Context: an optimization exercise on an open-source flow, tuned for small area, a short achievable clock period and few clock cycles. The choices shown serve that exercise and are no tape-out recipe.
At most, simulation tests tie the RTL to the original design; equivalence was not proved.
Power is estimated from default activity; no workload was simulated.

Design ttt_main, start of the top module:
module ttt_main (
    input  logic                                reset,
    input  logic                                clock_fast,
    output logic [2:0]                          stage,
    input  logic [4-1:0]        processor_id_in,
    output logic [4-1:0]        processor_id_out,
    input  logic [4-1:0]     good_tokens_in,
    input  logic [4-1:0]     bad_tokens_in,
    output logic [1:0]                          token_startstop,
    output logic                                output_valid,
    input  logic [4:0]                          instruction,
    input  logic [6-1:0]        connection_id_in,
    input  logic [8-1:0]           prog_data
);
    localparam int NP = 10;
    localparam int NC = 50;
    localparam int NH = NC / 2;          
    localparam int NG = (NH + 3) / 4;    
    logic signed [7:0] g_cnt [NP];
    logic signed [7:0] b_cnt [NP];
    logic signed [7:0] g_thr [NP];
    logic signed [7:0] b_thr [NP];
    logic [NP-1:0]     act;
    logic [5:0]        first [NP+1];
    logic [3:0]        tgt_mem [2][NH];
    logic [7:0]        wt_mem [2][NH];
    logic        x_add;
    logic        x_gthr;
    logic        x_bthr;
    logic        x_upd;
    logic        x_first;
    logic        x_tgt;
    logic        x_wt;
    logic [NP:0] x_hit;       
    logic [5:0]  x_cid;
    logic [7:0]  x_data;
    logic        x_neg;       
    logic [NP/2-1:0] y_hit;   
    logic [7:0]      y_data;
    logic          busy;        
    logic          busy_o;      
    logic          r_first;     
    logic [NP-1:0] pend;        
    logic [5:0]    w_idx;       
  ...
Size: ~3,500 cells after synthesis, roughly 1,100 flip-flops, about 0.047 mm^2 of cells after synthesis.
clock: 6.5 ns
lec_check: 0
abc_clock_period_in_ps: 3000
cap_margin: 30
core_margin: 2
core_utilization: 40
cts_buf_list: sky130_fd_sc_hd__clkbuf_16
cts_cluster_diameter: 70
cts_cluster_size: 25
setup_slack_margin: 3.3
slew_margin: 20
run.sh (not shown) runs the stock make flow with config.mk's settings and CLKGATE_MAP_FILE= SYNTH_SCRIPT=/design/flow/synth_recipe.tcl, a recipe that flattens the netlist after the stock synthesis.
Testbench counts at the start, summed over its fixed seeds: cycles 4,393.
Change:
--- a/flow/design.v
+++ b/flow/design.v
@@ -59,47 +59,51 @@
         ub = {~b[7], b[6:0]};
         r = 1'b1;
         for (int i = 0; i < 8; i++) r = (ua[i] & ~ub[i]) | ((ua[i] | ~ub[i]) & r);
         ge8 = r;
     endfunction
     logic [NP-1:0] act_now;
     always_comb begin
         for (int i = 0; i < NP; i++)
             act_now[i] = ge8(g_cnt[i], g_thr[i]) && !ge8(b_cnt[i], b_thr[i]);
     end
     logic [NP-1:0] src_pend;
     logic [NP-1:0] src_one;      
+    logic [NP-1:0] one_q;        
     logic          have_src;
     logic [5:0]    w_rem;
     logic          have0;
     logic          have1;
     logic          take1;        
     logic          last_step;
     logic          do_load;
     logic [5:0]    ld_first;
     logic [5:0]    ld_end;
     logic [3:0]    ld_id;
     logic          ld_start;
     assign src_pend  = pend;
     assign have_src  = |src_pend;
     assign w_rem     = w_end - w_idx;
     assign have0     = (w_rem != 6'd0);
     assign have1     = (w_rem[5:1] != 5'd0);
-    always_comb begin
+    function automatic logic [NP-1:0] lowest(input logic [NP-1:0] v);
         logic [NP-1:0] seen;
         seen = '0;
         for (int i = 0; i < NP; i++) begin
-            src_one[i] = src_pend[i] && !seen[i];
-            if (i + 1 < NP) seen[i+1] = seen[i] | src_pend[i];
+            lowest[i] = v[i] && !seen[i];
+            if (i + 1 < NP) seen[i+1] = seen[i] | v[i];
         end
+    endfunction
+    assign src_one = one_q;
+    always_comb begin
         ld_first = '0;
         ld_end = '0;
         ld_id = '0;
         ld_start = 1'b0;
         for (int i = 0; i < NP; i++) begin
             if (src_one[i]) begin
                 ld_first = ld_first | first[i];
                 ld_end = ld_end | first[i+1];
                 ld_id = ld_id | 4'(i);
                 ld_start = ld_start | act[i];
             end
         end
@@ -193,24 +197,25 @@
     end
     logic is_adv;
     logic [NP:0] in_hit;
     assign is_adv = !instruction[4] && (instruction[2:0] == 3'b010);
     always_comb begin
         for (int i = 0; i <= NP; i++) in_hit[i] = (processor_id_in == 4'(i));
     end
     always_ff @(posedge clock_fast) begin
         if (reset) begin
             busy <= 1'b0;
             r_first <= 1'b0;
             pend <= '0;
+            one_q <= '0;
             w_idx <= '0;
             w_end <= '0;
             w_stop <= 1'b0;
             output_valid <= 1'b0;
             x_add <= 1'b0;
             x_gthr <= 1'b0;
             x_bthr <= 1'b0;
             x_upd <= 1'b0;
             x_first <= 1'b0;
             x_tgt <= 1'b0;
             x_wt <= 1'b0;
             y_hit <= '0;
@@ -252,43 +257,45 @@
                             x_data <= {good_tokens_in, bad_tokens_in};
                             y_data <= {good_tokens_in, bad_tokens_in};
                         end
                     end
                 endcase
                 if (is_adv) begin
                     busy <= 1'b1;
                     r_first <= 1'b1;
                 end
             end else if (r_first) begin
                 r_first <= 1'b0;
                 pend <= act_now ^ act;
+                one_q <= lowest(act_now ^ act);
                 if (act_now == act) busy <= 1'b0;
             end else begin
                 if (have0) begin
                     x_add <= rd_x[0] || (take1 && rd_x[1]);
                     x_hit <= {6'd0, rd_x[0] ? rd_hit[0] : rd_hit[1]};
                     x_data <= rd_x[0] ? rd_wt[0] : rd_wt[1];
                     x_neg <= w_stop;
                     y_hit <= rd_y[0] ? rd_hit[0] : (take1 && rd_y[1] ? rd_hit[1] : '0);
                     y_data <= rd_y[0] ? rd_wt[0] : rd_wt[1];
                     w_idx <= take1 ? w_idx + 6'd2 : w_idx + 6'd1;
                 end
                 if (do_load) begin
                     w_idx <= ld_first;
                     w_end <= ld_end;
                     w_stop <= !ld_start;
                     output_valid <= 1'b1;
                     processor_id_out <= ld_id;
                     token_startstop <= {ld_start, !ld_start};
                     pend <= src_pend & ~src_one;
+                    one_q <= lowest(src_pend & ~src_one);
                 end
                 if (!have_src && last_step) busy <= 1'b0;
             end
         end
     end
     always_ff @(posedge clock_fast) begin
         if (busy && !r_first && do_load) begin
             logic [3:0]    lo;
             logic [NG-1:0] hi;
             for (int k = 0; k < 4; k++) lo[k] = (ld_first[2:1] == 2'(k));
             for (int j = 0; j < NG; j++) hi[j] = (ld_first[5:3] == 3'(j));
             m_lo[1] <= lo;
Power climbs by 17%.
First-iteration DRC count goes up by 4.1%.
Clock power hardly moves.
Hold slack degrades by 0.0086 ns.
Count of clock-buffer cells in the layout decreases by 4.
Design area rose by 1.4%.
Via count rose by 3.9%.
Wire length increases by 4.7%.
Critical path depth went down by 5.
Global-route usage goes up by 0.68 points.
The RTL of the second run of this note was laid out without a check of its function.

==> afterwards: timing with drivers on the ports <==
No port has a modelled driver above. Below, the same layouts with a new extraction and two added sets of constraints.
Step 1, drivers: a clkbuf_16 drives clock_fast and a buf_2 each remaining input, both assumed.
Step 2 also shifts input and output timing later by t, the mid clock arrival at the registers, as if the neighbouring blocks saw the same clock.
a / b / c = ideal ports / drivers / drivers and shift; a / b = the first two.
run | t, ns | slack for setup (ns) | clock arrival spread, ns
the first run | 0.753 | 3.313 / 3.312 / 2.701 | 0.036 / 0.036
the second run | 0.768 | 3.327 / 3.327 / 2.695 | 0.048 / 0.049
After both steps setup and hold are still met in every run listed. The setup slack of the second run, which loses most, moves by 0.000 ns with the drivers and by -0.632 ns with both steps.
